What follows belongs to an exercise in optimizing a design on an open flow for small area, a short achievable clock period and few clock cycles per item; a production flow would make more cautious choices. In this exercise RTL edits were held to simulation tests only and were not proved equivalent to the original. No activity file was given, so power comes from the tool's default toggle rates.

## v38
==> flow/design.v (excerpt) <==
module transport_receiver_connection_fsm
#(
   parameter int SLOTS     = 4,
   parameter int BUF_BYTES = 4096
) (
   input  logic         clock,
   input  logic         reset,
   input  logic         req_tvalid,
   output logic         req_tready,
   input  logic [103:0] req_tdata,
   input  logic [1:0]   req_tuser,
   output logic         rsp_tvalid,
   input  logic         rsp_tready,
   output logic [95:0]  rsp_tdata,
   output logic [1:0]   rsp_tuser,
   input  logic         csr_valid,
   output logic         csr_ready,
   input  logic [2:0]   csr_index,
   input  logic [15:0]  csr_data
);
==> flow/config.mk <==
export PLATFORM = sky130hd
export DESIGN_NAME = transport_receiver_connection_fsm
export DESIGN_NICKNAME = transport_receiver_connection_fsm
export VERILOG_FILES = /design/flow/design.v
export SDC_FILE = /design/flow/constraint.sdc
export NUM_CORES = 4
export LEC_CHECK = 0
export CAP_MARGIN = 20
export CORE_MARGIN = 2
export CORE_UTILIZATION = 40
export SETUP_SLACK_MARGIN = 4
export SLEW_MARGIN = 20
export TNS_END_PERCENT = 5
==> flow/constraint.sdc <==
create_clock -name core_clock -period 8.0 [get_ports {clock}]
set_input_delay 1.6000 -clock core_clock [delete_from_list [all_inputs] [get_ports {clock}]]
set_output_delay 1.6000 -clock core_clock [all_outputs]
set_load 0.01 [all_outputs]
standard.sh (not shown) runs the stock make flow with config.mk's settings and CLKGATE_MAP_FILE= SYNTH_SCRIPT=/design/flow/synth_recipe.tcl, a recipe that flattens the netlist after the stock synthesis.
==> flow/flow/run.sh <==
#!/bin/bash
# The standard layout (the standard.sh, unchanged synthesis and steps), except that the
# ports are buffered with the smallest buffer cell instead of the one buffer_ports picks.
# Every port still gets its own buffer. ORFS writes each step's log under orfs/logs; the
# make output of the whole run goes to standard.log here.
set -euo pipefail
export BUFFER_PORTS_ARGS="-buffer_cell sky130_fd_sc_hd__buf_1"
bash standard.sh > standard.log 2>&1
v38 finished every step from synthesis to the final layout, and the layout passed the timing, DRC and antenna checks.
Testbench counts of v38, summed over its fixed seeds: cycles 4,808, items 4,800.
### v38 -> v2
- CTS_CLUSTER_DIAMETER newly set to 100
- SETUP_SLACK_MARGIN changed from 4 to 4.2
- CTS_BUF_LIST newly set to sky130_fd_sc_hd__clkbuf_16
- TNS_END_PERCENT changed from 5 to 0
- CTS_CLUSTER_SIZE newly set to 24
==> run notes <==
Diff v38 -> v2: logic gate share of total power climbed 4.8 points, via count climbed 291. Comparing v2 with v38, the utilization came out essentially unchanged. ~same cell area in v38 and v2.
Changes in v12 relative to v2:
- changing TNS_END_PERCENT from 0 to 5
- changing SETUP_SLACK_MARGIN from 4.2 to 4
- changing CORE_UTILIZATION from 40 to 50
Notes after the runs:
- Remaining max-slew budget at the tightest pin: v2 and v12 compared, higher one is v2
- As of v12, clock-buffer cell count had fallen by a little under 10% compared to v2.
- Number of buffers added to fix hold violations after cts delta (v2 -> v12): insignificant
- Of the two values seen for worst setup path endpoint, req_tready was produced by v2 and csr_ready by v12.
Modified inputs, v20 compared to v12
- CORE_UTILIZATION now 40, was 50
## What came out
Cmp v12 and v20 / insertion delay to the later sink of the worst-skew pair / higher: v20. STATUS cell area: v20 loses against v12. Going from v12 to v20, effective utilization at floorplan shrinks by 10 points. Reported leakage power grows slightly when moving from v12 to v20. Data required time at the worst endpoint sits higher in v20 than in v12. Layout buffering overhead excluding clock cells (v20 over v12): increase, 0.29 points. Taking v12 as the reference, in v20 antenna cell count has decreased; synthesized area has remained practically unchanged; global-route met1 utilization has decreased; total power has increased; post-route clock period utilization has decreased.
Input-level comparison between v45 and v20:
- CTS_BUF_LIST no longer set, was sky130_fd_sc_hd__clkbuf_16
- CTS_CLUSTER_SIZE no longer set, was 24
- CTS_CLUSTER_DIAMETER no longer set, was 100
- SETUP_SLACK_MARGIN now 4.4, was 4
[summary]
v45 — worst slack on hold paths 13 ps higher, v20 as reference. The maximum clock frequency of v45 is higher than that of v20. Xor/xnor share of the synthesized area: v20 vs v45 — no meaningful difference.
### v45 -> v8
- a change of SETUP_SLACK_MARGIN from 4.4 to 4
==> flow/run.sh (new file) <==
#!/bin/bash
# synth_recipe.tcl (not shown) runs the flow's synth.tcl, then flattens the netlist and writes it again
# the make line also repeats each setting of config.mk as NAME=value (left out here)
make -C /OpenROAD-flow-scripts/flow DESIGN_CONFIG=/design/flow/config.mk WORK_HOME=/design/flow/orfs CLKGATE_MAP_FILE= SYNTH_SCRIPT=/design/flow/synth_recipe.tcl finish
removed: flow/flow/run.sh
removed: flow/standard.sh
v8 completed; timing, DRC and antenna clean
v8 has area added between synthesis and finish above what v45 had.
Taking v45 as the reference, in v8 initial standard-cell utilization of the core now sits at about the same level; clock latency on the worst-skew pair stayed essentially flat.
On first-iteration detailed-routing DRC count, v45 loses to v8.
Minimum clock period after layout in v8 vs v45: up 320 ps
v8 against v45: number of non-filler instances in the completed layout barely changed; part of the total power dissipated in the clock network climbed 2.6 points.
The die area was comparable across v45 and v8.
Relative to v45, total power has gone up in v8.
Higher final area was reported by v8, not v45.
Critical path depth, v45 and v8, lower one = v8.

========
## JK
Another version of the RTL of transport_receiver_connection_fsm (not shown whole).
Size: ~2100 cells after synthesis, about 450 flip-flops, ~230 I/O pins, about 24000 µm² of cells after synthesis.
make LEC_CHECK=0 CAP_MARGIN=20 CORE_MARGIN=2 CORE_UTILIZATION=40 SETUP_SLACK_MARGIN=4 SLEW_MARGIN=20 finish   # period 8.0 ns
run.sh (not shown) runs the stock make flow with config.mk's settings and CLKGATE_MAP_FILE= SYNTH_SCRIPT=/design/flow/synth_recipe.tcl, a recipe that flattens the netlist after the stock synthesis.
Stock flow here: none of the scripts above is used.
Testbench counts of JK, summed over its fixed seeds: cycles 4,808, items 4,800.
### JK -> MS
Settings: SETUP_SLACK_MARGIN no longer set, was 4.
### Flow results
- The higher area of placed instances of JK and MS is in JK.
- MS reached the end of the flow, and the finished layout is clean on the timing, DRC and antenna checks.
- Route | MS vs JK | wire shorter in MS
- Fraction of the cycle the final worst path needs came out higher on MS than on JK.
- The transition at the pin with the smallest max-transition slack in MS sits 0.013 ns above the value recorded for JK.
- On worst slack at placement: between JK and MS, it ends up lower for MS.

========
Another version of the RTL of transport_receiver_connection_fsm (not shown whole).
Size: about 230 I/O pins.
==> flow/config.mk <==
export PLATFORM = sky130hd
export DESIGN_NAME = transport_receiver_connection_fsm
export DESIGN_NICKNAME = transport_receiver_connection_fsm
export VERILOG_FILES = /design/flow/design.v
export SDC_FILE = /design/flow/constraint.sdc
export NUM_CORES = 4
export LEC_CHECK = 0
export CAP_MARGIN = 20
export CORE_MARGIN = 2
export CORE_UTILIZATION = 40
export SLEW_MARGIN = 20
==> flow/constraint.sdc <==
create_clock -name core_clock -period 8.0 [get_ports {clock}]
set_input_delay 1.6000 -clock core_clock [delete_from_list [all_inputs] [get_ports {clock}]]
set_output_delay 1.6000 -clock core_clock [all_outputs]
set_load 0.01 [all_outputs]
Testbench counts at the start, summed over its fixed seeds: cycles 4,808, items 4,800.
Rerun with:
Settings changed: SETUP_SLACK_MARGIN set to 4.
The new run produced a clean layout.
Flip-flop and latch count is unchanged.
Clock-buffer cell count came out higher by 6.
Die area does not change.
Final area came out higher by 9.8%.
Synthesized area does not change.

========
RTL: one of the versions met above, not the one the previous note started from.
For scale: ~380 flip-flops, about 25000 µm² of cells after synthesis.
Settings: LEC_CHECK=0, CAP_MARGIN=20, CORE_MARGIN=2, CORE_UTILIZATION=40, CTS_BUF_LIST=sky130_fd_sc_hd__clkbuf_16, CTS_CLUSTER_DIAMETER=100, CTS_CLUSTER_SIZE=24, SETUP_SLACK_MARGIN=4.35, SLEW_MARGIN=20, TNS_END_PERCENT=0; clock period 8.0 ns.
standard.sh (not shown) runs the stock make flow with config.mk's settings and CLKGATE_MAP_FILE= SYNTH_SCRIPT=/design/flow/synth_recipe.tcl, a recipe that flattens the netlist after the stock synthesis.
==> flow/flow/run.sh <==
#!/bin/bash
# The standard layout (the standard.sh, unchanged synthesis and steps), except that the
# ports are buffered with the smallest buffer cell instead of the one buffer_ports picks.
# Every port still gets its own buffer. ORFS writes each step's log under orfs/logs; the
# make output of the whole run goes to standard.log here.
set -euo pipefail
export BUFFER_PORTS_ARGS="-buffer_cell sky130_fd_sc_hd__buf_1"
bash standard.sh > standard.log 2>&1
The baseline passed the timing, DRC and antenna checks.
Testbench counts at the start, summed over its fixed seeds: cycles 4,808, items 4,800.
Change:
Settings changed: PLACE_DENSITY from default to 0.7, SETUP_SLACK_MARGIN 4.35 to 4, TNS_END_PERCENT 0 to 5.
The changed run completed with no timing, DRC or antenna violations.
Wire length is lower by about 4.3%.
Cell area goes down by about 2.7%.
Via count came out lower by about 1.6%.
Worst setup slack is worse by 0.29 ns.
Maximum frequency falls by about 7%.
Change:
Settings changed: GPL_ROUTABILITY_DRIVEN from default to 0, PLACE_DENSITY 0.7 to default, SETUP_SLACK_MARGIN 4 to 4.2, TNS_END_PERCENT 5 to 0.
Outcome: Wire length climbs by 2.2%. Area after synthesis does not change. Clock skew hardly moves. Die area is unchanged. Maximum frequency grows by 7.1%. Hold slack barely changes.

## re-timing with driven ports
In the flow no input, the clock included, has a driving cell. The finished layouts below were timed again as built, in two steps.
Step 1, drivers: a clkbuf_16 drives clock and a buf_2 each remaining input, both assumed.
Step 2 moves the port delays by t, midway between the first and last clock arrival at a register: inputs arrive t later, outputs are due t later. That takes back most of the time a late clock gives input paths.
Slacks: ideal / step 1 / step 2; pairs: ideal / step 1.
run	shift t [ns]	setup slack, ns	pins driven straight from the clock port
v38	0.641	3.964 / 3.950 / 3.342	1
v2	0.635	4.104 / 4.056 / 3.519	1
v12	0.623	3.929 / 3.901 / 3.346	1
v20	0.643	3.974 / 3.968 / 3.335	1
v45	0.650	4.167 / 4.187 / 3.549	1
v8	0.653	3.852 / 3.839 / 3.241	1
JK	0.665	1.807 / 1.743 / 2.408	1
MS	0.649	0.467 / 0.407 / 1.056	1
the first run of note 3	0.663	1.590 / 1.549 / 0.886	1
the second run of note 3	0.665	3.252 / 3.246 / 2.580	1
the first run of note 4	0.635	4.074 / 4.092 / 3.457	1
the second run of note 4	0.636	3.784 / 3.815 / 3.179	1
the third run of note 4	0.655	4.064 / 4.067 / 3.413	1
After both steps every run listed still meets setup and hold. The setup slack of the first run of note 3, which loses most, moves by -0.041 ns with the drivers and by -0.704 ns with both steps.
